Background: an optimization exercise with open tools, aiming at small area, a short achievable clock period and few clock cycles per item. Do not read the settings as production practice. In this exercise RTL edits were held to simulation tests only and were not proved equivalent to the original. Power figures rest on the tool's default switching activity, not on a simulated workload.

### flow/config.mk
export PLATFORM = sky130hd
export DESIGN_NAME = nora_bram_loader
export DESIGN_NICKNAME = nora_bram_loader
export VERILOG_FILES = /design/flow/design.v
export SDC_FILE = /design/flow/constraint.sdc
export NUM_CORES = 4
export LEC_CHECK = 0
export CAP_MARGIN = 20
export CORE_MARGIN = 2
export CORE_UTILIZATION = 50
export SETUP_SLACK_MARGIN = 4.3
export SLEW_MARGIN = 20
### flow/constraint.sdc
create_clock -name core_clock -period 7.5 [get_ports {clk}]
set_input_delay 1.5000 -clock core_clock [delete_from_list [all_inputs] [get_ports {clk}]]
set_output_delay 1.5000 -clock core_clock [all_outputs]
set_load 0.01 [all_outputs]
### flow/design.v
module nora_bram_loader #(
    parameter int ADDR_BITS = 9,
    parameter     INIT_FILE = "",
    parameter bit WP_RESET  = 1'b0
) (
    input  logic                 clk,
    input  logic                 reset,
    input  logic [ADDR_BITS-1:0] slv_addr_i,
    input  logic [7:0]           slv_datawr_i,
    input  logic                 slv_datawr_valid,
    output logic [7:0]           slv_datard_o,
    input  logic                 slv_req_i,
    input  logic                 slv_rwn_i,
    input  logic                 wp_set_i,
    output logic                 wp_o,
    input  logic                 ld_start_i,
    input  logic [ADDR_BITS-1:0] ld_addr_i,
    input  logic [ADDR_BITS:0]   ld_len_i,
    input  logic [7:0]           ld_data_i,
    input  logic                 ld_valid_i,
    output logic                 ld_ready_o,
    output logic                 ld_busy_o,
    output logic                 ld_done_o
);
    localparam int AW   = ADDR_BITS;
    localparam int RW   = AW - 1;             
    localparam int ROWS = 1 << RW;            
    logic [AW-1:0] addr;
    logic [AW:0]   cnt;
    logic          beat;
    logic          slv_we;
    logic          start_ok;
    logic          h_v [2];
    logic [1:0]    hv_n;
    logic          danger;
    assign slv_we     = slv_req_i & ~slv_rwn_i & slv_datawr_valid & ~wp_o;
    assign ld_ready_o = ld_busy_o & ~(slv_req_i & danger);
    assign beat       = ld_valid_i & ld_ready_o & ~reset;
    assign start_ok   = ld_start_i & ~ld_busy_o & ~ld_done_o & ~wp_o;
    always_ff @(posedge clk) begin
        if (reset) begin
            wp_o <= WP_RESET;
        end else if (wp_set_i) begin
            wp_o <= 1'b1;
        end
    end
    always_ff @(posedge clk) begin
        if (reset) begin
            ld_busy_o <= 1'b0;
            ld_done_o <= 1'b0;
        end else begin
            ld_done_o <= 1'b0;
            if (start_ok) begin
                if (ld_len_i == '0) ld_done_o <= 1'b1;
                else                ld_busy_o <= 1'b1;
            end else if (beat && cnt == (AW + 1)'(1)) begin
                ld_busy_o <= 1'b0;
                ld_done_o <= 1'b1;
            end
        end
    end
    always_ff @(posedge clk) begin
        if (start_ok) begin
            addr <= ld_addr_i;
            cnt  <= ld_len_i;
        end else if (beat) begin
            addr <= addr + AW'(1);
            cnt  <= cnt - (AW + 1)'(1);
        end
    end
    logic          p_v [2];
    logic [RW-1:0] p_a [2];
    logic [7:0]    p_d [2];
    logic [7:0]    p_r2 [2];
    logic [7:0]    p_r1 [2];
    logic [3:0]    p_r0 [2];
    logic [RW-1:0] h_a [2];
    logic [7:0]    h_d [2];
    for (genvar b = 0; b < 2; b++) begin : g_bank
        logic sb, nb, hb, hk, nk;
        assign sb = slv_we & (slv_addr_i[0] == 1'(b));
        assign nb = beat & (addr[0] == 1'(b));
        assign hb = h_v[b];
        assign hk = hb & ~(sb & (slv_addr_i[AW-1:1] == h_a[b]));
        assign nk = nb & ~(sb & (slv_addr_i == addr));
        logic [RW-1:0] pa_n;
        logic          pv_n;
        assign pv_n = sb | hb | nb;
        assign pa_n = sb ? slv_addr_i[AW-1:1] : (hb ? h_a[b] : addr[AW-1:1]);
        assign hv_n[b] = sb ? (hk | nk) : (hb & nb);
        always_ff @(posedge clk) begin
            p_v[b]  <= pv_n;
            p_a[b]  <= pa_n;
            p_r2[b] <= 8'b1 << pa_n[7:5];
            p_r1[b] <= 8'b1 << pa_n[4:2];
            p_r0[b] <= pv_n ? (4'b1 << pa_n[1:0]) : 4'b0;
            if (sb) begin
                p_d[b] <= slv_datawr_i;
            end else if (hb) begin
                p_d[b] <= h_d[b];
            end else begin
                p_d[b] <= ld_data_i;
            end
            h_v[b] <= hv_n[b];
            if (sb ? (~hk & nk) : (hb & nb)) begin
                h_a[b] <= addr[AW-1:1];
                h_d[b] <= ld_data_i;
            end
        end
    end
    always_ff @(posedge clk) begin
        danger <= (start_ok ? ld_addr_i[0] : (addr[0] ^ beat)) ? hv_n[1] : hv_n[0];
    end
    logic [ROWS-1:0][7:0] mem0;
    logic [ROWS-1:0][7:0] mem1;
    always_ff @(posedge clk) begin
        for (int r = 0; r < ROWS; r++) begin
            if (p_r2[0][r/32] && p_r1[0][(r/4)%8] && p_r0[0][r%4]) mem0[r] <= p_d[0];
            if (p_r2[1][r/32] && p_r1[1][(r/4)%8] && p_r0[1][r%4]) mem1[r] <= p_d[1];
        end
    end
    logic [RW-1:0] ra;
    logic          rb;
    logic [7:0]    mrd;
    logic [3:0]    fh;
    logic [7:0]    fd;
    assign rb = slv_addr_i[0];
    assign ra = slv_addr_i[AW-1:1];
    logic [15:0]         rsel;
    logic [15:0][7:0]    grp0;
    logic [15:0][7:0]    grp1;
    assign rsel = 16'b1 << ra[3:0];
    always_comb begin
        for (int g = 0; g < 16; g++) begin
            grp0[g] = '0;
            grp1[g] = '0;
            for (int k = 0; k < 16; k++) begin
                grp0[g] = grp0[g] | (mem0[g*16+k] & {8{rsel[k]}});
                grp1[g] = grp1[g] | (mem1[g*16+k] & {8{rsel[k]}});
            end
        end
    end
    assign mrd = rb ? grp1[ra[7:4]] : grp0[ra[7:4]];
    assign fh[0] = p_v[0] & ~rb & (p_a[0] == ra);
    assign fh[1] = p_v[1] &  rb & (p_a[1] == ra);
    assign fh[2] = h_v[0] & ~rb & (h_a[0] == ra);
    assign fh[3] = h_v[1] &  rb & (h_a[1] == ra);
    assign fd = ({8{fh[0]}} & p_d[0]) | ({8{fh[1]}} & p_d[1]) |
                ({8{fh[2]}} & h_d[0]) | ({8{fh[3]}} & h_d[1]);
    logic       rd_hit;
    logic [7:0] rd_fwd;
    logic [7:0] rd_mem;
    always_ff @(posedge clk) begin
        rd_hit <= |fh;
        rd_fwd <= fd;
        rd_mem <= mrd;
    end
    assign slv_datard_o = rd_hit ? rd_fwd : rd_mem;
endmodule
### flow/run.sh
#!/bin/bash
# synth_recipe.tcl (not shown) runs the flow's synth.tcl, then flattens the netlist and writes it again
# the make line also repeats each setting of config.mk as NAME=value (left out here)
make -C /OpenROAD-flow-scripts/flow DESIGN_CONFIG=/design/flow/config.mk WORK_HOME=/design/flow/orfs CLKGATE_MAP_FILE= SYNTH_SCRIPT=/design/flow/synth_recipe.tcl finish
==> run summary, run 1 <==
WHS 0.506 ns; worst hold start h_d[0][1]$_DFFE_PP_; Worst Skew 0.0890 ns; clock latency on the worst-skew pair 1.02 ns; Final period util 55.8%; Starting Density 50.3%; Sw Ratio 23.9%; Hold Crit Class reg2reg; Yosys warning count 10; WL/cell 48.4 µm; dpl ws 1.28 ns; drt drc 0; #FFs+latches synth 4244; Vias/cell 7.67; fin nets 9776; min cycle time layout 4.19 ns; fill count 23400; Netlist cell types 94; SO Viols antenna rules; startpoint types input pin; logic gate share of total power 6.8%; DR vias 110000; Max FO, Critical Path 14; multi-input logic area 32200 µm²; ys async rst share 0%; maximum vdd drop 224 µV; Post-Synth Simple-Gate Area 5.11%; dpl cells 13200; number of max-cap violations 0; Setup CP Type in2reg; Req. time, crit path 8.44 ns; Pre-Repair DR Iteration Count 12; die footprint 325000 µm²; hold path endpoint rd_fwd[1]$_DFF_P_; Ports 64; post-detail-place hpwl 397000 µm; measured slew at the worst slew-check pin 1.40 ns; reg2reg end rd_mem[3]$_DFF_P_; Critical R2R Launch mem1[987]$_DFFE_PP_; unrepaired setup endpoints after global routing true; Sw Pwr 12.3 mW; Rows 207; Slew Limit Fails 0; core area 319000 µm²; final WL 697000 µm; GR Util All Layers 42.0%; vias in the first global route 99000; grt ovf 0; most common library cell in the layout ignoring fill and taps edfxtp_1; CTS tree built; Seq pwr share 51.2%; GRT met1 Usage 52.6%; Syn Inst Count 9233; syn_area_per_cell 17.4 µm²; initial DRC count 25200; CTS Buf Count 429; GR Util met2 57.2%; Worst-path clk slew 0.06 ns; Root Buffer Master clkbuf_16; hold path depth 2; sequential fraction of the synthesis area 78.9%; Main synth FF type edfxtp_1; pin count of the biggest net entering global routing 193; most frequent cells in the layout 4147 x edfxtp_1, 958 x a22oi_1, 533 x and3_1, 440 x buf_4, 435 x clkbuf_16; Worst Path Arrival 5.13 ns; Tot Pwr 51.6 mW; worst setup margin 3.31 ns; R2R Setup Slk 4.30 ns; maximum clock rate 239 MHz; layer with the highest usage met2; Reg2Reg Depth 8; Die H 570 µm; clk buf depth 4; Adder-Cell Fraction of Synth Area 0.0390%; Die W 570 µm; H-tree levels 5; Sink Count 4244; count of input and output buffers 63; pwr dens 275 nW/µm²; met3 usage 19.4%; Clock power frac 42.1%; number of synthesized flops with an enable pin 4147; final hold vios 0; Reg area 127000 µm²; first-pass GRT wire length 911000 µm; synthesized net count 9290; Worst Setup End Kind flop; Cell Area, Synth 160000 µm²; compound-gate portion of the synthesized area 11.3%; Int Power 39.3 mW; share of cells above drive strength 1 17.7%; initial antenna violation count 103; xor/xnor share of the synthesized area 0.306%; final std cells w/o fill 14400; final setup violating endpoints 0; multiplexer share of the synthesized area 2.17%; Max-slew headroom 6.38%; status finished with violations; GPL Wtd Cong 1.00; largest family of logic cells by synthesized area compound AO/OA/AOI/OAI gates; Pleak 61.2 nW; ANT nets after route 1; P&R area growth vs syn 17.1%
per-layer routing:
metal / vias up / share of wire [%]
met2: 12500 / 40
met1: 55100 / 32
met4: 66 / 9.3
li1: 39600 / -
met3: 3145 / 18
met5: - / 0.17
area by class of cell:
type	instances	area share [%]
antenna	136	0.181
sequential	4244	67.4
clock buffer	517	5.97
inverter	20	0.0460
multi-input combinational	4265	17.2
tap	4180	2.79
clock inverter	283	1.50
timing repair buffer	759	4.91
logic make-up after synthesis:
family	count (synthesis)
xor+xnor	56
simple gates	1484
mux	320
buf+inv	734
flops	4244
compound gates	2390
fa+ha+maj	5
worst max-delay path, cell delays in order:
cell     delay (ns)
buf_4          0.37
buf_4          0.53
nand2_1        0.89
nor3_2         1.17
nor4_4         0.18
o32a_4         0.32
nand3_2        0.09
power groups by stage:
stage               clock, mW  sequential [mW]  combinational [mW]
floorplan                   0             27.0                1.05
global placement            0             26.9                2.78
detailed placement          0             26.9                2.81
CTS                      21.5             26.4                3.16
global route             22.5             26.4                3.35
finish                   21.7             26.4                3.50
sequential cells by signal, summed over array words and instances, names as in the netlist, 2 cells and up:
signal	flops
rd_fwd	8
addr	9
cnt	10
mem1	2048
h_a	16
mem0	2048
rd_mem	8
p_r2	16
p_a	16
h_d	16
h_v	2
p_r1	16
p_v	2
p_d	16
p_r0	8
what timing repair did:
action,CTS,global route
endpoints found under the setup margin,66,56
cloned,59,2
hold buffers,0,0
setup buffers,220,14
pin swaps,100,27
endpoints found under the hold margin,0,0
gates resized for setup,493,53
cell usage after synthesis, types with 51 or more instances:
library cell	n	area, µm²
nand3_1	95	475
nor3_1	51	255
dfxtp_1	97	1940
o22ai_1	55	344
a221oi_1	223	1950
mux2i_1	193	1930
mux2_2	115	1290
edfxtp_1	4147	125000
clkbuf_1	306	1150
a22o_1	256	2240
o21ai_0	163	816
a222oi_1	129	1290
buf_1	54	203
nor2_1	168	631
o2111ai_1	63	552
buf_2	296	1480
nand4_1	174	1090
nand2_1	316	1190
a22oi_1	972	7300
and3_1	538	3370
a21oi_1	213	1070
worst max-delay path by stage:
stage / startpoint / endpoint / slack, ns / cells past startpoint
after floorplan: slv_addr_i[3] / rd_mem[3]$_DFF_P_ / 3.83 / 11
after detailed placement: slv_addr_i[1] / rd_mem[5]$_DFF_P_ / 1.28 / 13
final: slv_addr_i[5] / rd_mem[0]$_DFF_P_ / 3.31 / 7
after global placement: slv_addr_i[1] / rd_mem[5]$_DFF_P_ / -0.07 / 12
after CTS: slv_addr_i[3] / rd_mem[3]$_DFF_P_ / 3.82 / 12
after global routing: slv_addr_i[1] / rd_mem[3]$_DFF_P_ / 3.61 / 14
per-stage QoR:
stage,util [%],TNS [ns],instance area [µm²]
2_1_floorplan,-,0,161000
3_3_place_gp,52.4,-0.0705,167000
3_5_place_dp,52.5,0,167000
4_1_cts,58.6,0,187000
5_1_grt,58.8,0,187000
6_report,58.9,0,188000
Testbench counts, summed over its fixed seeds: cycles 12,647, beats 11,470.
==> run 2: changes to the inputs <==
--- a/flow/design.v
+++ b/flow/design.v
@@ -91,9 +91,9 @@
         always_ff @(posedge clk) begin
             p_v[b]  <= pv_n;
             p_a[b]  <= pa_n;
-            p_r2[b] <= 8'b1 << pa_n[7:5];
-            p_r1[b] <= 8'b1 << pa_n[4:2];
-            p_r0[b] <= pv_n ? (4'b1 << pa_n[1:0]) : 4'b0;
+            p_r2[b] <= ~(8'b1 << pa_n[7:5]);
+            p_r1[b] <= ~(8'b1 << pa_n[4:2]);
+            p_r0[b] <= pv_n ? ~(4'b1 << pa_n[1:0]) : 4'hf;
             if (sb) begin
                 p_d[b] <= slv_datawr_i;
             end else if (hb) begin
@@ -115,8 +115,8 @@
     logic [ROWS-1:0][7:0] mem1;
     always_ff @(posedge clk) begin
         for (int r = 0; r < ROWS; r++) begin
-            if (p_r2[0][r/32] && p_r1[0][(r/4)%8] && p_r0[0][r%4]) mem0[r] <= p_d[0];
-            if (p_r2[1][r/32] && p_r1[1][(r/4)%8] && p_r0[1][r%4]) mem1[r] <= p_d[1];
+            if (!(p_r2[0][r/32] || p_r1[0][(r/4)%8] || p_r0[0][r%4])) mem0[r] <= p_d[0];
+            if (!(p_r2[1][r/32] || p_r1[1][(r/4)%8] || p_r0[1][r%4])) mem1[r] <= p_d[1];
         end
     end
     logic [RW-1:0] ra;
@@ -126,21 +126,7 @@
     logic [7:0]    fd;
     assign rb = slv_addr_i[0];
     assign ra = slv_addr_i[AW-1:1];
-    logic [15:0]         rsel;
-    logic [15:0][7:0]    grp0;
-    logic [15:0][7:0]    grp1;
-    assign rsel = 16'b1 << ra[3:0];
-    always_comb begin
-        for (int g = 0; g < 16; g++) begin
-            grp0[g] = '0;
-            grp1[g] = '0;
-            for (int k = 0; k < 16; k++) begin
-                grp0[g] = grp0[g] | (mem0[g*16+k] & {8{rsel[k]}});
-                grp1[g] = grp1[g] | (mem1[g*16+k] & {8{rsel[k]}});
-            end
-        end
-    end
-    assign mrd = rb ? grp1[ra[7:4]] : grp0[ra[7:4]];
+    assign mrd = rb ? mem1[ra] : mem0[ra];
     assign fh[0] = p_v[0] & ~rb & (p_a[0] == ra);
     assign fh[1] = p_v[1] &  rb & (p_a[1] == ra);
     assign fh[2] = h_v[0] & ~rb & (h_a[0] == ra);
--- a/flow/config.mk
+++ b/flow/config.mk
@@ -7,6 +7,8 @@
 export LEC_CHECK = 0
 export CAP_MARGIN = 20
 export CORE_MARGIN = 2
-export CORE_UTILIZATION = 50
-export SETUP_SLACK_MARGIN = 4.3
+export CORE_UTILIZATION = 45
+export CTS_CLUSTER_DIAMETER = 80
+export CTS_CLUSTER_SIZE = 30
+export SETUP_SLACK_MARGIN = 4.0
 export SLEW_MARGIN = 20
==> run 2 against run 1 <==
  * Now clean on timing, DRC and antenna
  * Critical path depth is 3 higher
  * Hold slack better by 0.026 ns
  * Area after synthesis is 4.8% higher
  * Worst setup slack better by 0.38 ns
  * Utilization is 9.5 points lower
  * Total power is 18% lower
  * Highest routed layer unchanged
  * Fmax is 9.9% higher
  * Wire length is 18% lower
  * First-iteration DRC count is 43% lower
  * Clock power is 41% lower
  * Clock skew is 0.011 ns lower
==> run summary, run 2 <==
GR Util All Layers 29.1%; number of max-cap violations 0; synthesized net count 8748; status no timing/DRC/antenna violations; die footprint 378000 µm²; startpoint types input pin; maximum clock rate 262 MHz; most frequent cells in the layout 4147 x edfxtp_1, 789 x mux2i_1, 630 x nor2_1, 543 x mux4_2, 260 x o221ai_1; Max-slew headroom 16.9%; GPL Wtd Cong 0.913; Sw Ratio 23.8%; Sw Pwr 10.1 mW; Worst Setup SP slv_addr_i[2]; main area contributors after synthesis edfxtp_1 74%, mux4_2 7.3%, mux2i_1 4.7%, mux4_1 1.8%, o221ai_1 1.5%; worst setup margin 3.69 ns; pwr dens 231 nW/µm²; area leader, netlist edfxtp_1; WL/cell 41.0 µm; final setup violating endpoints 0; Regs by FF count mem0: 2048 flops, mem1: 2048 flops; final hold vios 0; most common library cell in the layout ignoring fill and taps edfxtp_1; hold-fix buffer count after cts 0; P&R area growth vs syn 9.42%; CTS tree built; Worst-path clk slew 0.11 ns; final WL 570000 µm; Pre-Repair DR Iteration Count 6; initial antenna violation count 58; measured slew at the worst slew-check pin 1.25 ns; Rows 224; first-pass GRT wire length 760000 µm; Setup CP Type in2reg; top cell type's share of synthesized area 74.2%; fill count 30000; number of synthesized flops with an enable pin 4147; H-tree levels 4; Max FO, Critical Path 13; drt drc 0; dpl cells 13400; Root Buffer Master clkbuf_16; reg2reg end danger$_DFF_P_; Worst Setup End Kind flop; fin nets 8828; Critical R2R Launch ld_busy_o$_SDFFE_PP0P_; Sink Count 4244; sequential fraction of the synthesis area 75.3%; Worst Path Arrival 4.71 ns; grt ovf 0; Starting Density 45.2%; Pleak 57.4 nW; most numerous cell in the Yosys netlist edfxtp_1; maximum vdd drop 183 µV; Main synth FF type edfxtp_1; Hold Crit Class reg2reg; core area 372000 µm²; clk buf depth 4; Slew Limit Fails 0; Die W 615 µm; final std cells w/o fill 13900; post-detail-place hpwl 323000 µm; R2R Setup Slk 4.27 ns; vias in the first global route 88300; Yosys warning count 10; logic gate share of total power 7.5%; share of cells above drive strength 1 17.9%; count of input and output buffers 63; ANT nets after route 0; initial DRC count 14400; WHS 0.533 ns; CP Capture Point rd_mem[6]$_DFF_P_; pin count of the biggest net entering global routing 149; dpl ws 1.32 ns; Int Power 32.3 mW; #FFs+latches synth 4244; Reg2Reg Depth 20; CTS Buf Count 182; Die H 615 µm; clock latency on the worst-skew pair 0.99 ns; Req. time, crit path 8.40 ns; min cycle time layout 3.81 ns; unrepaired setup endpoints after global routing true; Cell Area, Synth 168000 µm²; ys async rst share 0%; top cells by instance count after synthesis 4147 x edfxtp_1, 793 x mux2i_1, 638 x nor2_1; Netlist cell types 92; Ports 64; syn_area_per_cell 19.3 µm²; Seq pwr share 62.2%; Final period util 50.8%; DR vias 92600; fin util 49.4%; Syn Inst Count 8691; Vias/cell 6.66; Worst Skew 0.0782 ns; Clock power frac 30.3%
[run 2: kinds of logic after synthesis]
family	Yosys count	synth area share (%)
simple gates	1252	3.39
compound gates	1056	4.42
mux	1484	14.0
flops	4244	75.3
buf+inv	595	2.53
fa+ha+maj	5	0.0373
xor+xnor	55	0.287
[run 2: layout make-up]
| class | instances | area, µm² | share of cell area [%] |
|---|---|---|---|
| flip-flops and latches | 4244 | 127000 | 68.9 |
| multi-input cells | 3857 | 38500 | 20.9 |
| repair buffers | 471 | 6420 | 3.49 |
| well taps | 4972 | 6220 | 3.39 |
| clock buffers | 215 | 4830 | 2.63 |
| clock inverters | 81 | 1030 | 0.563 |
| diodes | 48 | 120 | 0.0654 |
| inverters | 15 | 85.1 | 0.0463 |
[run 2: per-stage QoR]
stage | instance area (µm²) | power, mW | TNS [ns]
after global placement | 173000 | 29.6 | -0.0325
after CTS | 182000 | 42.2 | 0
after detailed placement | 173000 | 29.7 | 0
final | 184000 | 42.4 | 0
after floorplan | 168000 | 28.4 | 0
after global routing | 184000 | 43.2 | 0
[run 2: how the worst min path moves through the flow]
stage | to | cells after the start | from | slack, ns
2_1_floorplan | h_a[0][1]$_DFFE_PP_ | 0 | addr[2]$_DFFE_PP_ | 0.44
3_3_place_gp | rd_fwd[6]$_DFF_P_ | 2 | h_d[1][6]$_DFFE_PP_ | 0.49
3_5_place_dp | rd_fwd[4]$_DFF_P_ | 2 | h_d[1][4]$_DFFE_PP_ | 0.50
4_1_cts | rd_fwd[4]$_DFF_P_ | 2 | h_d[1][4]$_DFFE_PP_ | 0.53
5_1_grt | rd_fwd[4]$_DFF_P_ | 2 | h_d[1][4]$_DFFE_PP_ | 0.56
6_report | rd_fwd[4]$_DFF_P_ | 2 | h_d[1][4]$_DFFE_PP_ | 0.53
[run 2: power by group through the flow]
stage	Clock (mW)	Combinational (mW)	Sequential (mW)
floorplan	0	1.41	27.0
global placement	0	2.74	26.9
detailed placement	0	2.76	26.9
global route	13.6	3.23	26.4
CTS	12.8	2.99	26.4
finish	12.8	3.19	26.4
[run 2: routing by layer]
layer  part of all wire [%]  global-route usage, %  wire length [µm]
met2                     45                   44.1            258000
met1                     36                   38.5            206000
met3                     12                   7.62             67200
met5                  0.030                      0               173
met4                    6.6                   15.9             37600
[run 2: worst max-delay path: stages]
cell and delay (ns):
buf_16 0.18, or2_4 0.32, buf_12 0.16, buf_6 0.18, o221ai_1 0.55, o22ai_4 0.21, a22oi_1 0.35, nand4_1 0.38
nand4_1 0.51, and4_1 0.28
[run 2: repair_timing]
| item | CTS | global route |
|---|---|---|
| setup endpoints to repair | 68 | 46 |
| setup buffers | 55 | 53 |
| pin swaps | 33 | 49 |
| gates cloned | 37 | 22 |
| resized for setup | 285 | 152 |
Testbench counts of run 2, summed over its fixed seeds: cycles 12,647, beats 11,470.
==> run 3: changes to the inputs <==
--- a/flow/design.v
+++ b/flow/design.v
@@ -121,25 +121,27 @@
     end
     logic [RW-1:0] ra;
     logic          rb;
-    logic [7:0]    mrd;
     logic [3:0]    fh;
     logic [7:0]    fd;
+    logic          hit;
     assign rb = slv_addr_i[0];
     assign ra = slv_addr_i[AW-1:1];
-    assign mrd = rb ? mem1[ra] : mem0[ra];
     assign fh[0] = p_v[0] & ~rb & (p_a[0] == ra);
     assign fh[1] = p_v[1] &  rb & (p_a[1] == ra);
     assign fh[2] = h_v[0] & ~rb & (h_a[0] == ra);
     assign fh[3] = h_v[1] &  rb & (h_a[1] == ra);
+    assign hit = |fh;
     assign fd = ({8{fh[0]}} & p_d[0]) | ({8{fh[1]}} & p_d[1]) |
                 ({8{fh[2]}} & h_d[0]) | ({8{fh[3]}} & h_d[1]);
-    logic       rd_hit;
-    logic [7:0] rd_fwd;
-    logic [7:0] rd_mem;
+    logic       sel_f, sel_0, sel_1;
+    logic [7:0] rd_nf, rd_n0, rd_n1;
     always_ff @(posedge clk) begin
-        rd_hit <= |fh;
-        rd_fwd <= fd;
-        rd_mem <= mrd;
+        sel_f <= hit;
+        sel_0 <= ~hit & ~rb;
+        sel_1 <= ~hit &  rb;
+        rd_nf <= ~fd;
+        rd_n0 <= ~mem0[ra];
+        rd_n1 <= ~mem1[ra];
     end
-    assign slv_datard_o = rd_hit ? rd_fwd : rd_mem;
+    assign slv_datard_o = ~(({8{sel_f}} & rd_nf) | ({8{sel_0}} & rd_n0) | ({8{sel_1}} & rd_n1));
 endmodule
--- a/flow/config.mk
+++ b/flow/config.mk
@@ -8,7 +8,7 @@
 export CAP_MARGIN = 20
 export CORE_MARGIN = 2
 export CORE_UTILIZATION = 45
-export CTS_CLUSTER_DIAMETER = 80
-export CTS_CLUSTER_SIZE = 30
+export CTS_CLUSTER_DIAMETER = 70
+export CTS_CLUSTER_SIZE = 24
 export SETUP_SLACK_MARGIN = 4.0
 export SLEW_MARGIN = 20
==> run 3 against run 2 <==
  * Clock power is essentially flat
  * Total power shrank 0.15%
  * Area after synthesis shrank 0.68%
  * Clock skew shrank 0.012 ns
  * First-iteration DRC count shrank 23%
  * Final area shrank 1.6%
  * Combinational power shrank 13%
  * Wire length shrank 17%
  * Hold slack lost 0.076 ns
  * Die area shrank 0.68%
  * Register-to-register slack gained 0.36 ns
==> run summary, run 3 <==
setup TNS 0 ns; pwr dens 234 nW/µm²; Regs by FF count mem0: 2048 flops, mem1: 2048 flops; pin count of the biggest net entering global routing 197; share of cells above drive strength 1 17.2%; most numerous cell in the Yosys netlist edfxtp_1; top cell type's share of synthesized area 74.7%; WHS 0.457 ns; Req. time, crit path 8.31 ns; Yosys warning count 10; CTS Buf Count 212; compound-gate portion of the synthesized area 4.41%; Pleak 55.9 nW; Reg area 127000 µm²; clock latency on the worst-skew pair 0.96 ns; Post-Synth Simple-Gate Area 3.26%; Worst Skew 0.0662 ns; Crit path top cell by count buf_12; Worst-path clk slew 0.10 ns; maximum vdd drop 189 µV; Worst Path Arrival 4.65 ns; syn_area_per_cell 19.4 µm²; Cell Area, Synth 167000 µm²; Worst Setup End Kind flop; most frequent cells in the layout 4147 x edfxtp_1, 712 x mux2i_1, 698 x mux4_2, 677 x nor2_1, 232 x a221oi_1; Die H 613 µm; most common library cell in the layout ignoring fill and taps edfxtp_1; Starting Density 45.2%; final WL 470000 µm; Final period util 51.2%; R2R Setup Slk 4.63 ns; fin nets 8634; P&R area growth vs syn 8.37%; measured slew at the worst slew-check pin 1.26 ns; Netlist cell types 87; final setup violating endpoints 0; final hold vios 0; Setup CP Type in2reg; area leader, netlist edfxtp_1; #FFs+latches synth 4254; Sink Count 4254; DR vias 85800; Pre-Repair DR Iteration Count 6; main area contributors after synthesis edfxtp_1 75%, mux4_2 9.4%, mux2i_1 4.3%, nor2_1 1.5%, dfxtp_1 1.3%; Max stage delay cell, worst path a221oi_1; grt ovf 0; maximum clock rate 260 MHz; multiplexer share of the synthesized area 14.1%; Hold Crit Class reg2reg; synthesized net count 8671; number of max-cap violations 0; post-detail-place hpwl 287000 µm; number of synthesized flops with an enable pin 4147; Adder-Cell Fraction of Synth Area 0.0375%; Main synth FF type edfxtp_1; count of input and output buffers 63; CTS tree built; multi-input logic area 37400 µm²; drt drc 0; vias in the first global route 83800; startpoint types input pin; Die W 613 µm; largest family of logic cells by synthesized area multiplexers; GPL Wtd Cong 0.868; Max FO, Critical Path 51; sequential fraction of the synthesis area 75.9%; unrepaired setup endpoints after global routing true; WL/cell 34.4 µm; slowest stage delay, CP 0.79 ns; Rows 223; top cells by instance count after synthesis 4147 x edfxtp_1, 712 x mux2i_1, 698 x mux4_2; GR Util All Layers 24.5%; first-pass GRT wire length 650000 µm; Vias/cell 6.28; Root Buffer Master clkbuf_16; ys async rst share 0%; ANT nets after route 0; final std cells w/o fill 13700; H-tree levels 4; Slew Limit Fails 0; status no timing/DRC/antenna violations; xor/xnor share of the synthesized area 0.294%; Syn Inst Count 8614; initial DRC count 11000; core area 369000 µm²; initial antenna violation count 28; die footprint 376000 µm²; Tot Pwr 42.3 mW; worst-path cell chain buf_16 -> buf_4 -> nor2_4 -> buf_12 -> buf_12 -> buf_12 -> a221oi_1 -> o31ai_1 -> or3_1 -> a21oi_2 -> nor4_2; Max-slew headroom 16.0%; clk buf depth 4; dpl cells 13300; hold-fix buffer count after cts 0; fill count 30000; Ports 64; min cycle time layout 3.84 ns
==> run 3: changes by cell type after synthesis, moves of 64 or more <==
cell | before | now
o221ai_1 | 296 | 1
a221oi_1 | 10 | 238
mux4_2 | 542 | 698
o22ai_1 | 194 | 73
mux4_1 | 115 | 0
a221o_1 | 1 | 86
mux2i_1 | 793 | 712
nor3_1 | 103 | 39
==> run 3: area by class of cell <==
type / instances / area share, %
flip-flops and latches: 4254 / 70.1
multi-input cells: 3767 / 20.7
well taps: 4950 / 3.43
clock buffers: 281 / 3.13
repair buffers: 327 / 2.16
clock inverters: 63 / 0.378
inverters: 15 / 0.0457
diodes: 12 / 0.0166
==> run 3: power breakdown <==
group	leakage [nW]	internal, mW	switching [mW]
sequential	38.2	26.2	0.198
combinational	14.7	0.916	1.88
clock	3.07	5.70	7.44
==> run 3: per-layer routing <==
metal / vias to the layer above / routed length, µm / GRT usage [%]
li1: 34900 / - / -
met1: 46100 / 191000 / 34.7
met2: 4142 / 219000 / 38.5
met3: 657 / 41800 / 4.26
met4: 6 / 18700 / 8.51
met5: - / 47 / 0
==> run 3: final timing paths <==
kind / end / startpoint / cells after the start
setup / recovery: rd_n0[4]$_DFF_P_ / slv_addr_i[2] / 11
hold / removal: rd_nf[0]$_DFF_P_ / h_d[0][0]$_DFFE_PP_ / 1
setup reg to reg: mem1[1627]$_DFFE_PN_ / p_d[1][3]$_DFF_P_ / 2
hold reg to reg: rd_nf[0]$_DFF_P_ / h_d[0][0]$_DFFE_PP_ / 1
==> run 3: logic make-up (layout without fill, tap and decap cells) <==
logic type / after synthesis / in the layout
AOI/OAI and AO/OA: 1010 / 1010
buffers and inverters: 596 / 686
DFF: 4254 / 4254
xor gates and xnor gates: 56 / 56
other: 0 / 12
adders and majority gates: 5 / 5
muxes: 1475 / 1475
and+or+nand+nor: 1218 / 1221
==> run 3: worst max-delay path: cells and delay by family <==
| family | cells | cell delay, ns |
|---|---|---|
| AND/OR/NAND/NOR | 3 | 0.50 |
| buffers and inverters | 5 | 0.96 |
| AO/OA/AOI/OAI | 3 | 1.34 |
==> run 3: per-stage QoR <==
stage                     utilization [%]  setup slack (ns)  cell area [µm²]
final                                49.0              3.66           181000
after global routing                 49.0              3.81           181000
after CTS                            48.8              3.84           180000
after detailed placement             46.8              1.82           173000
after global placement               46.8              1.83           173000
after floorplan                         -              4.00           167000
==> run 3: repair_timing <==
item / in CTS / in global routing
pin swaps: 12 / 13
endpoints found under the setup margin: 48 / 38
resized for setup: 155 / 62
gates cloned: 10 / 11
setup buffers: 16 / 11
hold endpoints to repair: 0 / 0
Testbench counts of run 3, summed over its fixed seeds: cycles 12,647, beats 11,470.
==> run 4: changes to the inputs <==
--- a/flow/config.mk
+++ b/flow/config.mk
@@ -10,5 +10,5 @@
 export CORE_UTILIZATION = 45
 export CTS_CLUSTER_DIAMETER = 70
 export CTS_CLUSTER_SIZE = 24
-export SETUP_SLACK_MARGIN = 4.0
+export SETUP_SLACK_MARGIN = 4.25
 export SLEW_MARGIN = 20
==> run 4 against run 3 <==
  * Register-to-register slack improved by 0.12 ns
  * Global-route usage is 1.0 points higher
  * Area after synthesis unchanged
  * Sequential power about the same
  * Clock power hardly changed
  * Sequential share of layout area fell by 1.2 points
  * Still clean on timing, DRC and antenna
  * Synthesized cell count did not move
  * Cell count is 1.0% higher
  * Die area unchanged
  * Highest routed layer unchanged
  * Largest power group unchanged
  * Non-clock buffer count increased by 143
  * Clock skew increased by 0.016 ns
  * Worst setup slack worse by 0.26 ns
==> run summary, run 4 <==
initial antenna violation count 41; Int Power 32.8 mW; GR Util All Layers 25.5%; Seq pwr share 62.1%; Final period util 54.6%; logic gate share of total power 7.2%; #FFs+latches synth 4254; sequential fraction of the synthesis area 75.9%; setup TNS 0 ns; top cells by instance count after synthesis 4147 x edfxtp_1, 712 x mux2i_1, 698 x mux4_2; Max-slew headroom 11.2%; area leader, netlist edfxtp_1; Clock power frac 30.7%; post-detail-place hpwl 288000 µm; Req. time, crit path 6.00 ns; initial DRC count 12400; P&R area growth vs syn 10.2%; vias in the first global route 84700; maximum vdd drop 221 µV; top cell type's share of synthesized area 74.7%; most frequent cells in the layout 4147 x edfxtp_1, 711 x mux2i_1, 698 x mux4_2, 663 x nor2_1, 231 x clkbuf_16; Vias/cell 6.33; drt drc 0; DR vias 87500; most common library cell in the layout ignoring fill and taps edfxtp_1; Tot Pwr 42.6 mW; final setup violating endpoints 0; Max FO, Critical Path 2; Cell Area, Synth 167000 µm²; placed cell areas 173000 µm²; WHS 0.480 ns; most numerous cell in the Yosys netlist edfxtp_1; GPL Wtd Cong 0.876; Die H 613 µm; first-pass GRT wire length 673000 µm; fin util 49.8%; Hold Crit Class reg2reg; Worst-path clk slew 0.10 ns; synthesized net count 8671; Root Buffer Master clkbuf_16; fin nets 8774; count of input and output buffers 63; hold-fix buffer count after cts 0; ys async rst share 0%; Pre-Repair DR Iteration Count 6; Sink Count 4254; final hold vios 0; Syn Inst Count 8614; Main synth FF type edfxtp_1; Slew Limit Fails 0; startpoint types flop; unrepaired setup endpoints after global routing true; Netlist cell types 87; Pleak 57.3 nW; Yosys warning count 10; clk buf depth 4; measured slew at the worst slew-check pin 1.33 ns; worst-path cell chain buf_6 -> buf_6 -> buf_6 -> a222oi_1 -> buf_4 -> buf_6; Max stage delay cell, worst path a222oi_1; Finished Cell Area 184000 µm²; CTS tree built; share of cells above drive strength 1 19.6%; final WL 489000 µm; R2R Setup Slk 4.75 ns; maximum clock rate 244 MHz; Ports 64; Setup CP Type reg2out; Worst Skew 0.0826 ns; Worst Setup End Kind output pin; WL/cell 35.4 µm; Crit path top cell by count buf_6; pwr dens 232 nW/µm²; ANT nets after route 0; H-tree levels 4; syn_area_per_cell 19.4 µm²; Worst Path Arrival 2.60 ns; Regs by FF count mem0: 2048 flops, mem1: 2048 flops; die footprint 376000 µm²; main area contributors after synthesis edfxtp_1 75%, mux4_2 9.4%, mux2i_1 4.3%, nor2_1 1.5%, dfxtp_1 1.3%; number of max-cap violations 0; status no timing/DRC/antenna violations; Sw Ratio 22.8%; core area 369000 µm²; Starting Density 45.2%; pin count of the biggest net entering global routing 209; Sw Pwr 9.71 mW; min cycle time layout 4.10 ns; Die W 613 µm; number of synthesized flops with an enable pin 4147; slowest stage delay, CP 0.51 ns; Rows 223; grt ovf 0; clock latency on the worst-skew pair 0.97 ns; CTS Buf Count 210
-- run 4: cell counts after synthesis --
No cell type changed its count.
-- run 4: final cells by class --
| class | instances | area, µm² |
|---|---|---|
| fill | 29800 | 185000 |
| sequential | 4254 | 127000 |
| multi-input combinational | 3766 | 38100 |
| timing repair buffer | 470 | 6340 |
| tap | 4950 | 6190 |
| clock buffer | 292 | 5800 |
| clock inverter | 45 | 438 |
| inverter | 15 | 81.3 |
| antenna | 19 | 47.5 |
-- run 4: metal layers --
layer  wire (µm)  global-route usage [%]  vias to the layer above  share of wire (%)
met2      229000                    40.2                     4623                 47
li1            -                       -                    35200                  -
met4       19300                    8.97                       12                3.9
met1      195000                    36.2                    46900                 40
met3       46100                    4.32                      727                9.4
met5          80                       0                        -              0.016
-- run 4: cell families (layout without fill, tap and decap cells) --
family	after synthesis	count (layout)	synth area share (%)
AOI/OAI and AO/OA	1010	1010	4.41
xor gates and xnor gates	56	56	0.294
adders and majority gates	5	5	0.0375
buffers and inverters	596	822	1.92
DFF	4254	4254	75.9
muxes	1475	1475	14.1
other	0	19	0
and+or+nand+nor	1218	1220	3.26
-- run 4: final timing paths --
check                   endpoint                 from  depth (start not counted)
min reg2reg     rd_nf[2]$_DFF_P_  h_d[0][2]$_DFFE_PP_                          1
min             rd_nf[2]$_DFF_P_  h_d[0][2]$_DFFE_PP_                          1
max reg2reg  mem1[826]$_DFFE_PN_    p_d[1][2]$_DFF_P_                          2
max              slv_datard_o[5]        sel_f$_DFF_P_                          6
-- run 4: metrics by stage --
stage               setup slack (ns)  cells
global placement                1.65  13300
CTS                             3.28  13700
finish                          3.40  13800
floorplan                       3.98   8614
global route                    3.37  13800
detailed placement              1.84  13300
-- run 4: timing repair --
action	in CTS	in global routing
setup endpoints to repair	81	62
resized for setup	343	132
pin swaps	41	47
buffers inserted	62	65
cloned	37	13
-- run 4: power groups by stage --
stage	clock network (mW)	registers, mW	logic (mW)
finish	13.1	26.4	3.06
global route	13.9	26.4	3.15
CTS	13.2	26.4	2.94
detailed placement	0	27.0	2.68
global placement	0	26.9	2.64
floorplan	0	27.1	1.42
-- run 4: worst max-delay path: cells and delay by family (launching register included) --
kind / cells / cell delay, ns
buffers and inverters: 5 / 0.75
AOI/OAI and AO/OA: 1 / 0.51
DFF: 1 / 0.35
==> run 5: changes to the inputs <==
--- a/flow/design.v
+++ b/flow/design.v
@@ -133,6 +133,20 @@
     assign hit = |fh;
     assign fd = ({8{fh[0]}} & p_d[0]) | ({8{fh[1]}} & p_d[1]) |
                 ({8{fh[2]}} & h_d[0]) | ({8{fh[3]}} & h_d[1]);
+    logic [15:0]         rsel;
+    logic [15:0][7:0]    grp0;
+    logic [15:0][7:0]    grp1;
+    assign rsel = 16'b1 << ra[3:0];
+    always_comb begin
+        for (int g = 0; g < 16; g++) begin
+            grp0[g] = '0;
+            grp1[g] = '0;
+            for (int k = 0; k < 16; k++) begin
+                grp0[g] = grp0[g] | (mem0[g*16+k] & {8{rsel[k]}});
+                grp1[g] = grp1[g] | (mem1[g*16+k] & {8{rsel[k]}});
+            end
+        end
+    end
     logic       sel_f, sel_0, sel_1;
     logic [7:0] rd_nf, rd_n0, rd_n1;
     always_ff @(posedge clk) begin
@@ -140,8 +154,8 @@
         sel_0 <= ~hit & ~rb;
         sel_1 <= ~hit &  rb;
         rd_nf <= ~fd;
-        rd_n0 <= ~mem0[ra];
-        rd_n1 <= ~mem1[ra];
+        rd_n0 <= ~grp0[ra[7:4]];
+        rd_n1 <= ~grp1[ra[7:4]];
     end
     assign slv_datard_o = ~(({8{sel_f}} & rd_nf) | ({8{sel_0}} & rd_n0) | ({8{sel_1}} & rd_n1));
 endmodule
--- a/flow/config.mk
+++ b/flow/config.mk
@@ -7,8 +7,8 @@
 export LEC_CHECK = 0
 export CAP_MARGIN = 20
 export CORE_MARGIN = 2
-export CORE_UTILIZATION = 45
+export CORE_UTILIZATION = 40
 export CTS_CLUSTER_DIAMETER = 70
 export CTS_CLUSTER_SIZE = 24
-export SETUP_SLACK_MARGIN = 4.25
+export SETUP_SLACK_MARGIN = 4.0
 export SLEW_MARGIN = 20
==> run 5 against run 4 <==
  * Still clean
  * Worst setup slack improved by 0.20 ns
  * Critical path depth grew 4
  * Area after synthesis decreased by 4.3%
  * Synthesized cell count increased by 7.6%
  * Via count is 22% higher
  * Clock-buffer cell count is 34 higher
  * Register-to-register slack worse by 0.21 ns
  * Hold slack improved by 0.036 ns
  * Sequential share of layout area rose by 2.2 points
  * Combinational power rose by 3%
  * Critical path type is now in2reg
  * Largest cell class unchanged
==> run summary, run 5 <==
Netlist cell types 97; share of cells above drive strength 1 14.2%; final hold vios 0; final setup violating endpoints 0; Pre-Repair DR Iteration Count 9; area leader, netlist edfxtp_1; pwr dens 241 nW/µm²; Sink Count 4254; Vias/cell 7.14; Worst Skew 0.0917 ns; first-pass GRT wire length 873000 µm; maximum vdd drop 218 µV; clock latency on the worst-skew pair 1.01 ns; Worst Path Arrival 4.73 ns; fill count 33800; post-detail-place hpwl 392000 µm; synthesized net count 9324; status no timing/DRC/antenna violations; P&R area growth vs syn 11.7%; Worst-path clk slew 0.10 ns; min cycle time layout 3.90 ns; Worst Setup End Kind flop; measured slew at the worst slew-check pin 1.40 ns; Root Buffer Master clkbuf_16; CP top delay family buffers and inverters; drt drc 0; syn_area_per_cell 17.2 µm²; Syn Inst Count 9267; clk buf depth 4; hold path endpoint rd_nf[0]$_DFF_P_; sequential fraction of the synthesis area 79.4%; Cell Area, Synth 160000 µm²; initial antenna violation count 81; compound-gate portion of the synthesized area 11.7%; Regs by FF count mem0: 2048 flops, mem1: 2048 flops; CTS tree built; initial DRC count 24100; main area contributors after synthesis edfxtp_1 78%, a22oi_1 5.1%, nor2_1 1.5%, dfxtp_1 1.3%, a22o_1 1.3%; number of synthesized flops with an enable pin 4147; Max FO, Critical Path 15; Critical R2R Launch p_d[0][5]$_DFF_P_; Rows 231; top cells by instance count after synthesis 4147 x edfxtp_1, 1083 x a22oi_1, 639 x nor2_1; multiplexer share of the synthesized area 1.83%; most common library cell in the layout ignoring fill and taps edfxtp_1; critical path buffer and inverter count 5; CTS Buf Count 208; startpoint types input pin; most numerous cell in the Yosys netlist edfxtp_1; Die W 636 µm; count of input and output buffers 63; pin count of the biggest net entering global routing 190; Final period util 52.0%; Req. time, crit path 8.33 ns; WHS 0.517 ns; GR Util All Layers 31.8%; Post-Synth Simple-Gate Area 4.58%; hold path depth 1; Yosys warning count 10; Hold Crit Class reg2reg; Reg2Reg Depth 2; Reg area 127000 µm²; final WL 677000 µm; Max stage delay cell, worst path o311ai_1; top cell type's share of synthesized area 78.1%; Slew Limit Fails 0; worst hold start h_d[0][0]$_DFFE_PP_; Crit path top cell by count buf_4; fin nets 9476; GPL Wtd Cong 0.978; multi-input logic area 31100 µm²; Pleak 53.3 nW; Ports 64; die footprint 404000 µm²; setup TNS 0 ns; most frequent cells in the layout 4147 x edfxtp_1, 1078 x a22oi_1, 551 x nor2_1, 375 x buf_4, 278 x nand2_1; #FFs+latches synth 4254; fin util 44.9%; Die H 636 µm; ys async rst share 0%; xor/xnor share of the synthesized area 0.302%; maximum clock rate 256 MHz; vias in the first global route 94600; number of max-cap violations 0; DR vias 106000; ANT nets after route 0; WL/cell 45.4 µm; unrepaired setup endpoints after global routing true; Starting Density 40.2%; Setup CP Type in2reg; worst-path cell chain buf_16 -> clkinv_2 -> buf_4 -> nand2_2 -> buf_4 -> o21ai_0 -> a2111oi_4 -> o311ai_1 -> buf_4 -> nand4_1; slowest stage delay, CP 0.64 ns; Adder-Cell Fraction of Synth Area 0.0392%; Max-slew headroom 6.92%; reg2reg end mem0[1805]$_DFFE_PN_; core area 397000 µm²; Worst Setup SP slv_addr_i[1]; grt ovf 0; Main synth FF type edfxtp_1; hold-fix buffer count after cts 0; largest family of logic cells by synthesized area compound AO/OA/AOI/OAI gates; H-tree levels 4; R2R Setup Slk 4.54 ns
run 5: cell types whose count changed after synthesis, sizes merged, moves of 50 or more:
| cell | change |
|---|---|
| nand2 | +102 |
| nand3 | +60 |
| buf | +121 |
| a22o | +225 |
| a222oi | +123 |
| mux4 | -684 |
| a22oi | +1014 |
| mux2i | -568 |
| o2111ai | +50 |
| a21oi | +75 |
| nand4 | +155 |
| a221o | -79 |
run 5: how the worst max path moves through the flow:
| stage | to | slack, ns | cells after the start |
|---|---|---|---|
| finish | rd_n1[3]$_DFF_P_ | 3.60 | 10 |
| global route | slv_datard_o[7] | 3.75 | 3 |
| CTS | slv_datard_o[4] | 3.81 | 3 |
| detailed placement | rd_n1[0]$_DFF_P_ | 1.47 | 11 |
| global placement | rd_n0[3]$_DFF_P_ | 1.46 | 11 |
| floorplan | h_a[0][0]$_DFFE_PP_ | 4.00 | 10 |
run 5: power breakdown:
part           internal [mW]  leakage, nW  switching, mW  total, mW
sequential              26.2         38.2          0.251       26.5
combinational          0.772         12.1           2.36       3.14
clock                   5.57         2.99           7.71       13.3
run 5: final cells by class:
class / count / area share, %
tap: 5242 / 3.68
clock inverter: 31 / 0.225
timing repair buffer: 619 / 4.04
clock buffer: 326 / 3.27
multi-input combinational: 4317 / 17.5
antenna: 98 / 0.138
inverter: 19 / 0.0449
sequential: 4254 / 71.1
run 5: worst reg2reg max path, delay by kind of cell (launching register included):
family | cells | cell delay (ns)
DFF | 1 | 0.62
buffers and inverters | 2 | 1.83
run 5: layer usage:
| layer | vias up | share of wire, % | GRT usage (%) |
|---|---|---|---|
| met4 | 52 | 8.0 | 20.5 |
| li1 | 38300 | - | - |
| met2 | 11400 | 42 | 45.1 |
| met1 | 53900 | 33 | 39.7 |
| met5 | - | 0.081 | 0 |
| met3 | 2616 | 17 | 13.8 |
run 5: logic make-up after synthesis:
kind of cell / after synthesis
AOI/OAI and AO/OA: 2464
and+or+nand+nor: 1524
xor gates and xnor gates: 55
buffers and inverters: 704
muxes: 261
DFF: 4254
adders and majority gates: 5
run 5: repair_timing:
action | in CTS | in global routing
setup buffers | 81 | 47
pin swaps | 42 | 50
gates resized for setup | 266 | 127
endpoints found under the setup margin | 80 | 42
cloned | 30 | 19
run 5: through the flow:
step / power, mW / cell area (µm²) / setup WS [ns] / instances
floorplan: 28.0 / 160000 / 4.00 / 9267
finish: 42.9 / 178000 / 3.60 / 14900
detailed placement: 29.6 / 168000 / 1.47 / 14300
CTS: 42.4 / 176000 / 3.81 / 14700
global placement: 29.6 / 167000 / 1.46 / 14300
global route: 43.4 / 178000 / 3.75 / 14800
Testbench counts of run 5, summed over its fixed seeds: cycles 12,647, beats 11,470.
==> run 6: changes to the inputs <==
--- a/flow/config.mk
+++ b/flow/config.mk
@@ -10,5 +10,5 @@
 export CORE_UTILIZATION = 40
 export CTS_CLUSTER_DIAMETER = 70
 export CTS_CLUSTER_SIZE = 24
-export SETUP_SLACK_MARGIN = 4.0
+export SETUP_SLACK_MARGIN = 3.7
 export SLEW_MARGIN = 20
==> run 6 against run 5 <==
  * Clock-buffer cell count decreased by 26
  * Area after synthesis unchanged
  * Combinational power decreased by 8.6%
  * Largest cell class unchanged
  * Register-to-register slack improved by 0.03 ns
==> run summary, run 6 <==
status no timing/DRC/antenna violations; WHS 0.486 ns; pin count of the biggest net entering global routing 243; Max-slew headroom 8.70%; final WL 643000 µm; initial DRC count 22000; Starting Density 40.2%; Cell Area, Synth 160000 µm²; share of cells above drive strength 1 12.3%; hold-fix buffer count after cts 0; pwr dens 243 nW/µm²; clock latency on the worst-skew pair 0.97 ns; first-pass GRT wire length 851000 µm; Syn Inst Count 9267; Pre-Repair DR Iteration Count 10; area leader, netlist edfxtp_1; Main synth FF type edfxtp_1; Worst-path clk slew 0.10 ns; slowest stage delay, CP 0.62 ns; top cells by instance count after synthesis 4147 x edfxtp_1, 1083 x a22oi_1, 639 x nor2_1; ANT nets after route 0; setup TNS 0 ns; GR Util All Layers 30.8%; number of max-cap violations 0; Netlist cell types 97; synthesized net count 9324; main area contributors after synthesis edfxtp_1 78%, a22oi_1 5.1%, nor2_1 1.5%, dfxtp_1 1.3%, a22o_1 1.3%; core area 397000 µm²; Yosys warning count 10; Max FO, Critical Path 33; worst setup margin 3.41 ns; Worst Skew 0.103 ns; clk buf depth 4; Hold Crit Class reg2reg; Max stage delay cell, worst path nor2_4; sequential fraction of the synthesis area 79.4%; Ports 64; H-tree levels 4; initial antenna violation count 77; Sink Count 4254; dpl ws 1.79 ns; grt ovf 0; fin nets 9342; min cycle time layout 4.09 ns; Setup CP Type in2reg; syn_area_per_cell 17.2 µm²; WL/cell 43.7 µm; post-detail-place hpwl 387000 µm; Die W 636 µm; vias in the first global route 94300; final std cells w/o fill 14700; fin util 44.2%; most frequent cells in the layout 4147 x edfxtp_1, 1083 x a22oi_1, 536 x nor2_1, 327 x buf_4, 280 x nand2_1; startpoint types input pin; measured slew at the worst slew-check pin 1.36 ns; count of input and output buffers 63; multi-input logic area 30500 µm²; Rows 231; final setup violating endpoints 0; CTS Buf Count 213; Req. time, crit path 8.40 ns; Worst Path Arrival 4.99 ns; Worst Setup End Kind flop; worst-path cell chain buf_16 -> buf_8 -> nor2_4 -> buf_4 -> a22o_1 -> a221oi_1 -> a31oi_1 -> o21ai_0 -> a211o_1 -> o211a_1; maximum vdd drop 210 µV; Pleak 52.0 nW; Final period util 54.5%; unrepaired setup endpoints after global routing true; Vias/cell 6.98; Reg area 127000 µm²; final hold vios 0; GPL Wtd Cong 1.01; Finished Cell Area 175000 µm²; most numerous cell in the Yosys netlist edfxtp_1; Regs by FF count mem0: 2048 flops, mem1: 2048 flops; die footprint 404000 µm²; top cell type's share of synthesized area 78.1%; fill count 34100; DR vias 103000; Die H 636 µm; Root Buffer Master clkbuf_16; dpl cells 14200; Slew Limit Fails 0; drt drc 0; maximum clock rate 244 MHz; #FFs+latches synth 4254; CTS tree built; placed cell areas 167000 µm²; most common library cell in the layout ignoring fill and taps edfxtp_1; number of synthesized flops with an enable pin 4147; Tot Pwr 42.5 mW; P&R area growth vs syn 9.81%; ys async rst share 0%
## run 6: cell types whose count changed in the layout (fill, tap and decap cells not counted), moves of 12 or more
cell and change:
buf_16 -26, buf_4 -48, buf_6 -36, bufbuf_16 -12, clkbuf_1 -24, clkbuf_16 -14
diode_2 -20, nor2_1 -15, nor2_2 +15
## run 6: cells by family (layout without fill, tap and decap cells)
logic type | Yosys count | after routing | share of synthesized area, %
AOI/OAI and AO/OA | 2464 | 2464 | 11.7
xor gates and xnor gates | 55 | 55 | 0.302
adders and majority gates | 5 | 5 | 0.0392
buffers and inverters | 704 | 836 | 2.10
DFF | 4254 | 4254 | 79.4
muxes | 261 | 261 | 1.83
other | 0 | 78 | 0
and+or+nand+nor | 1524 | 1530 | 4.58
## run 6: layout make-up
class	instances	area share (%)
well taps	5242	3.74
clock buffers	300	3.28
flip-flops and latches	4254	72.4
diodes	78	0.111
repair buffers	482	2.78
inverters	19	0.0443
multi-input cells	4315	17.4
clock inverters	35	0.246
## run 6: what timing repair did
action,CTS,global route
setup endpoints to repair,68,24
cloned,9,1
setup buffers,55,2
gates resized for setup,118,40
pin swaps,23,12
endpoints found under the hold margin,0,0
## run 6: metal layers
layer	GRT usage (%)	share of wire (%)	vias up
met5	0.319	0.13	-
met4	19.8	8.2	68
met3	12.6	17	2306
met2	44.0	42	10300
met1	38.7	33	52100
li1	-	-	38000
## run 6: path summary, 6_finish.rpt
check / startpoint / end / slack, ns / cells after the start
max reg2reg: wp_o$_SDFFE_PP0P_ / p_r2[0][7]$_DFF_P_ / 4.57 / 8
min reg2reg: h_d[0][2]$_DFFE_PP_ / rd_nf[2]$_DFF_P_ / 0.49 / 1
max: slv_addr_i[4] / rd_n0[1]$_DFF_P_ / 3.41 / 10
min: h_d[0][2]$_DFFE_PP_ / rd_nf[2]$_DFF_P_ / 0.49 / 1
## run 6: power breakdown
part           leakage, nW  switching [mW]  internal [mW]
clock                 2.98            7.67           5.50
combinational         10.8            2.22          0.656
sequential            38.2           0.225           26.2
total                 52.0            10.1           32.4
## run 6: worst max-delay path, delay by kind of cell
family                 cells  cell delay (ns)
AO/OA/AOI/OAI              6             1.59
buffers and inverters      3             1.07
AND/OR/NAND/NOR            1             0.62

==> afterwards: timing with drivers on the ports <==
How much do the figures lean on ideal ports? The routed layouts below were timed once more, with nothing changed but the port constraints. Step 1: set_driving_cell puts a clkbuf_16 on clk and a buf_2 on each other input, an assumption about the parent block. Step 2, shift: input delay + t, output delay - t, t = (earliest + latest rising clock arrival at the registers) / 2. This alone moves slack from input paths to output paths. Slacks: no drivers / after step 1 / after step 2; pairs: no drivers / after step 1.
| run | shift t [ns] | setup slack, ns | worst data-port slew with drivers (ns) |
|---|---|---|---|
| run 1 | 1.083 | 3.312 / 3.069 / 1.985 | 0.54 |
| run 2 | 1.062 | 3.690 / 3.334 / 2.272 | 0.69 |
| run 3 | 1.036 | 3.659 / 3.677 / 2.640 | 0.29 |
| run 4 | 1.042 | 3.402 / 3.296 / 2.715 | 0.59 |
| run 5 | 1.075 | 3.600 / 3.313 / 2.237 | 0.63 |
| run 6 | 1.051 | 3.409 / 3.184 / 2.133 | 0.51 |
For run 2, which loses most, drivers alone change the setup slack by -0.356 ns; drivers and shift together by -1.418 ns.
